Source: an optimization exercise on an open RTL-to-GDS flow (aim: small area and a short achievable clock period). Production flows keep margins and buffers that such runs may drop. RTL that was checked went through simulation tests only; none was proved equivalent to the original. Power figures rest on the tool's default switching activity, not on a simulated workload.

==> inputs of job 2183 <==
==> flow/design.v (excerpt) <==
module wt_mul_top (
  input  logic        clk,
  input  logic        rst_n,
  input  logic        in_valid,
  input  logic [23:0] a,
  input  logic [23:0] b,
  output logic        out_valid,
  output logic [47:0] product
);
make LEC_CHECK=0 ABC_AREA=1 CAP_MARGIN=20 CORE_MARGIN=2 CORE_UTILIZATION=40 SLEW_MARGIN=20 finish   # period 3.0 ns
run.sh (not shown) runs the stock make flow with config.mk's settings and CLKGATE_MAP_FILE= SYNTH_SCRIPT=/design/flow/synth_recipe.tcl, a recipe that flattens the netlist after the stock synthesis.
==> job 5101: changes against job 2183 <==
Settings changed: SETUP_SLACK_MARGIN from default to 0.75.
==> comparison <==
Job 5101 completed with no timing, DRC or antenna violations. Job 2183 passed the timing, design-rule and antenna checks. Against job 5101, the total power of job 2183 is lower by 0.81%. Worst hold slack is about the same in job 5101 and job 2183. In clock power, job 2183 and job 5101 hardly differ. Against job 5101, the maximum frequency of job 2183 is lower by about 8%. Against job 2183, the sequential share of layout area of job 5101 is lower by 0.95 points. In synthesized area, job 2183 and job 5101 do not differ. Of job 2183 and job 5101, job 5101 has the higher register-to-register slack (gap 0.20 ns).
No run of this note included a check of the RTL's function; only the layout flow was run.

* * *

==> run C: inputs <==
wt_mul_top, a different RTL version from the one above (not shown whole).
==> flow/design.v (excerpt) <==
module wt_mul_top (
  input  logic        clk,
  input  logic        rst_n,
  input  logic        in_valid,
  input  logic [23:0] a,
  input  logic [23:0] b,
  output logic        out_valid,
  output logic [47:0] product
);
  logic [3:0] vld;
  logic [23:0] a_q;
  logic [11:0] one, two, neg;
  logic [11:0] one_d, two_d, neg_d;
  logic b23_q;
  logic s1, c2;
  logic s3, c4;
  logic s5, c6;
  logic s7, c8;
  logic s9, c10;
  logic s11, c12;
  logic s13, c14;
  logic s15, c16;
  logic s17, c18;
  logic s19, c20;
  logic s21, c22;
  logic s23, c24;
  logic s25, c26;
  logic s27, c28;
  logic s29, c30;
  logic s31, c32;
  logic s33, c34;
  logic s35, c36;
  logic s37, c38;
  logic s39, c40;
  logic s41, c42;
  logic s43, c44;
  logic s45, c46;
  logic s47, c48;
  logic s49, c50;
  logic s51, c52;
  logic s53, c54;
  logic s55, c56;
  logic s57, c58;
  logic s59, c60;
  logic s61, c62;
  logic s63, c64;
  logic s65, c66;
  logic s67, c68;
  logic s69, c70;
  logic s71, c72;
  logic s73, c74;
  logic s75, c76;
  logic s77, c78;
  logic s79, c80;
  logic s81, c82;
  logic s83, c84;
  logic s85, c86;
  logic s87, c88;
  logic s89, c90;
  logic s91, c92;
  logic s93, c94;
  logic s95, c96;
  logic s97, c98;
  logic s99, c100;
  logic s101, c102;
  logic s103, c104;
  logic s105, c106;
  logic s107, c108;
  logic s109, c110;
  logic s111, c112;
  logic s113, c114;
  logic s115, c116;
  logic s117, c118;
  logic s119, c120;
  logic s121, c122;
  ...
Settings: LEC_CHECK=0, CAP_MARGIN=20, CORE_MARGIN=2, CORE_UTILIZATION=40, SLEW_MARGIN=20; clock period 3.0 ns.
==> inputs of run B, as changes to run C <==
Settings changed: ABC_AREA set to 1.
==> inputs of run F, as changes to run C <==
Settings changed: ABC_AREA set to 1, SETUP_SLACK_MARGIN set to 0.5.
==> impl_metrics.json <==
{
  "layout_commonest_cell": "dfxtp_1",
  "yosys.area_share.xor_xnor_pct": 13.6,
  "vias": 16100,
  "comb.multi_input.count": 1313,
  "outcome": "timing/DRC/antenna clean",
  "dr_wl_met2_um": 26700,
  "inv_count": 309,
  "synth_top_area_share_pct": 34.1,
  "leakage_uw": 0.0113
}
[end of results for run C]
==> impl_metrics.json <==
{
  "outcome": "timing/DRC/antenna clean",
  "yosys.area_share.xor_xnor_pct": 11.9,
  "comb.multi_input.count": 1603,
  "layout_commonest_cell": "inv_1",
  "leakage_uw": 0.0138,
  "synth_top_area_share_pct": 32.2,
  "design.seq.count": 391,
  "vias": 18400,
  "syn-instance-count": 2711
}
[end of results for run F]
==> impl_metrics.json <==
{
  "rr_worst_depth": 7,
  "outcome": "timing/DRC/antenna clean",
  "layout_commonest_cell": "inv_1",
  "dr_wl_met2_um": 34800,
  "yosys.area_share.xor_xnor_pct": 11.9,
  "vias": 18400,
  "comb.multi_input.count": 1603,
  "inv_count": 593,
  "leakage_uw": 0.0137
}
[end of results for run B]

* * *

==> 08-27: inputs <==
wt_mul_top, a different RTL version from the one above (not shown whole).
Settings: LEC_CHECK=0, ABC_AREA=1, CAP_MARGIN=20, CORE_MARGIN=2, CORE_UTILIZATION=40, SLEW_MARGIN=20; clock period 3.0 ns.
==> 07-02: changes against 08-27 <==
CORE_UTILIZATION = 65   (was 40)
PLACE_DENSITY = 0.75   (was unset)
SETUP_SLACK_MARGIN = 0.8   (was unset)
==> comparison table <==
| metric | 08-27 | 07-02 |
|---|---|---|
| Run status | complete, no violations | complete, no violations |
| Total power consumption of the routed design | 30.2 mW | 30.0 mW |
| Area occupied by registers | 8970 um^2 | 9100 um^2 |
| Switching part of the total power | 41.4% | 42.5% |
| Std-Cell Rows | 92 | 72 |
| Overall die area | 66100 um^2 | 41000 um^2 |
| Highest ir drop seen on vdd | 0.458 mV | 0.597 mV |
| Multi-input gate share of total cell area | 48.0% | 48.8% |
| Total core area | 63200 um^2 | 38800 um^2 |
| Chip Width | 257 um | 203 um |
| PostCTS Resize Cnt | 0 | 57 |
| Final period demand of the worst path | 2.52 ns | 2.21 ns |
| Total of plain and repair buffers excluding clock buffers | 123 | 134 |
| CLK BUF | 68 | 61 |
| GRT Total Usage | 22.3% | 36.5% |
| Post-CTS setup buffer count | 0 | 8 |
| Met2 Routed Length | 31600 um | 33100 um |

* * *

==> run a <==
Starting RTL as in the previous note.
// wt_mul_top
module wt_mul_top (
  input  logic        clk,
  input  logic        rst_n,
  input  logic        in_valid,
  input  logic [23:0] a,
  input  logic [23:0] b,
  output logic        out_valid,
  output logic [47:0] product
);
==> flow/config.mk <==
export PLATFORM = sky130hd
export DESIGN_NAME = wt_mul_top
export DESIGN_NICKNAME = wt_mul_top
export VERILOG_FILES = /design/flow/design.v
export SDC_FILE = /design/flow/constraint.sdc
export NUM_CORES = 4
export LEC_CHECK = 0
export ABC_AREA = 1
export CAP_MARGIN = 20
export CORE_MARGIN = 2
export CORE_UTILIZATION = 65
export CTS_BUF_LIST = sky130_fd_sc_hd__clkbuf_8
export PLACE_DENSITY = 0.75
export SETUP_SLACK_MARGIN = 0.8
export SLEW_MARGIN = 20
==> flow/constraint.sdc <==
create_clock -name core_clock -period 3.0 [get_ports {clk}]
set_input_delay 0.6000 -clock core_clock [delete_from_list [all_inputs] [get_ports {clk}]]
set_output_delay 0.6000 -clock core_clock [all_outputs]
set_load 0.01 [all_outputs]
standard.sh (not shown) runs the stock make flow with config.mk's settings and CLKGATE_MAP_FILE= SYNTH_SCRIPT=/design/flow/synth_recipe.tcl, a recipe that flattens the netlist after the stock synthesis.
==> flow/flow/run.sh <==
#!/bin/bash
# Own flow: the standard synthesis; then netopt.py removes inverters from the netlist by
# flipping full adders (self-dual) and swapping xor2/xnor2 (no flip-flop is touched);
# then the standard layout, with buf_2 as the port buffer.
set -euo pipefail
R=orfs/results/${FLOW_PLATFORM}/wt_mul_top/base
bash standard.sh synth > synth.log 2>&1
cp "$R/1_2_yosys.v" netlist_standard.v
python3 flow/netopt.py netlist_standard.v netlist_opt.v > netopt.log 2>&1
cp netlist_opt.v "$R/1_2_yosys.v"
touch "$R/1_2_yosys.v"
export BUFFER_PORTS_ARGS="-buffer_cell sky130_fd_sc_hd__buf_2"
bash standard.sh finish > layout.log 2>&1
Other scripts of this flow, unchanged in this note and not shown: flow/flow/netopt.py
==> inputs of run b, as changes to run a <==
==> flow/config.mk (replaced) <==
export PLATFORM = sky130hd
export DESIGN_NAME = wt_mul_top
export DESIGN_NICKNAME = wt_mul_top
export VERILOG_FILES = /design/flow/design.v
export SDC_FILE = /design/flow/constraint.sdc
export NUM_CORES = 4
export LEC_CHECK = 0
export ABC_AREA = 1
export CAP_MARGIN = 0
export CORE_MARGIN = 2
export CORE_UTILIZATION = 65
export PLACE_DENSITY = 0.75
export SETUP_SLACK_MARGIN = 0.9
export SLEW_MARGIN = 0
==> inputs of run c, as changes to run a <==
--- a/flow/config.mk
+++ b/flow/config.mk
@@ -8,8 +8,7 @@
 export ABC_AREA = 1
 export CAP_MARGIN = 20
 export CORE_MARGIN = 2
-export CORE_UTILIZATION = 65
-export CTS_BUF_LIST = sky130_fd_sc_hd__clkbuf_8
-export PLACE_DENSITY = 0.75
-export SETUP_SLACK_MARGIN = 0.8
+export CORE_UTILIZATION = 72
+export PLACE_DENSITY = 0.85
+export SETUP_SLACK_MARGIN = 0.9
 export SLEW_MARGIN = 20
==> inputs of run d, as changes to run a <==
--- a/flow/config.mk
+++ b/flow/config.mk
@@ -9,7 +9,6 @@
 export CAP_MARGIN = 20
 export CORE_MARGIN = 2
 export CORE_UTILIZATION = 65
-export CTS_BUF_LIST = sky130_fd_sc_hd__clkbuf_8
 export PLACE_DENSITY = 0.75
-export SETUP_SLACK_MARGIN = 0.8
+export SETUP_SLACK_MARGIN = 0.9
 export SLEW_MARGIN = 20
==> notes <==
Against run b, the clock skew of run a is higher by 18 ps.
Global-route usage: run c is higher than run b (5.3 points).
Synthesized area is the same in run c and run a.
Count of clock-buffer cells in the layout: run c is lower than run a (36).
Synthesized cell count is the same in run a and run d.

==> afterwards: timing with drivers on the ports <==
In the flow no input, the clock included, has a driving cell. The finished layouts below were timed again as built, in two steps.
Step 1 (the two cells are an assumption about what drives the block):
set clk [get_ports {clk}]
set_driving_cell -lib_cell sky130_fd_sc_hd__clkbuf_16 $clk
set_driving_cell -lib_cell sky130_fd_sc_hd__buf_2 [delete_from_list [all_inputs] $clk]
Step 2 also shifts input and output timing later by t, the mid clock arrival at the registers, as if the neighbouring blocks saw the same clock.
Slacks: ideal / step 1 / step 2; pairs: ideal / step 1.
run	t (ns)	slack for setup (ns)	worst hold slack (ns)	worst setup path at the end	worst data-port slew with drivers (ns)
job 2183	0.661	0.497 / 0.497 / 0.497	0.325 / 0.325 / 0.325	register to register	0.05
job 5101	0.661	0.694 / 0.694 / 0.694	0.325 / 0.325 / 0.325	register to register	0.05
run C of note 2	0.637	0.167 / 0.167 / 0.167	0.329 / 0.329 / 0.329	register to register	0.04
run B of note 2	0.639	0.546 / 0.546 / 0.546	0.326 / 0.326 / 0.326	register to register	0.04
run F of note 2	0.639	0.580 / 0.580 / 0.580	0.326 / 0.326 / 0.326	register to register	0.04
08-27	0.642	0.479 / 0.479 / 0.479	0.322 / 0.322 / 0.322	register to register	0.05
07-02	0.635	0.785 / 0.785 / 0.785	0.329 / 0.329 / 0.329	register to register	0.06
run a of note 4	0.699	0.789 / 0.789 / 0.789	0.102 / 0.064 / 0.327	register to register	0.04
run b of note 4	0.638	0.882 / 0.882 / 0.882	0.162 / 0.123 / 0.326	register to register	0.04
run c of note 4	0.633	0.845 / 0.845 / 0.845	0.153 / 0.118 / 0.318	register to register	0.07
run d of note 4	0.638	0.882 / 0.882 / 0.882	0.162 / 0.123 / 0.326	register to register	0.04
After both steps setup and hold are still met in every run listed.
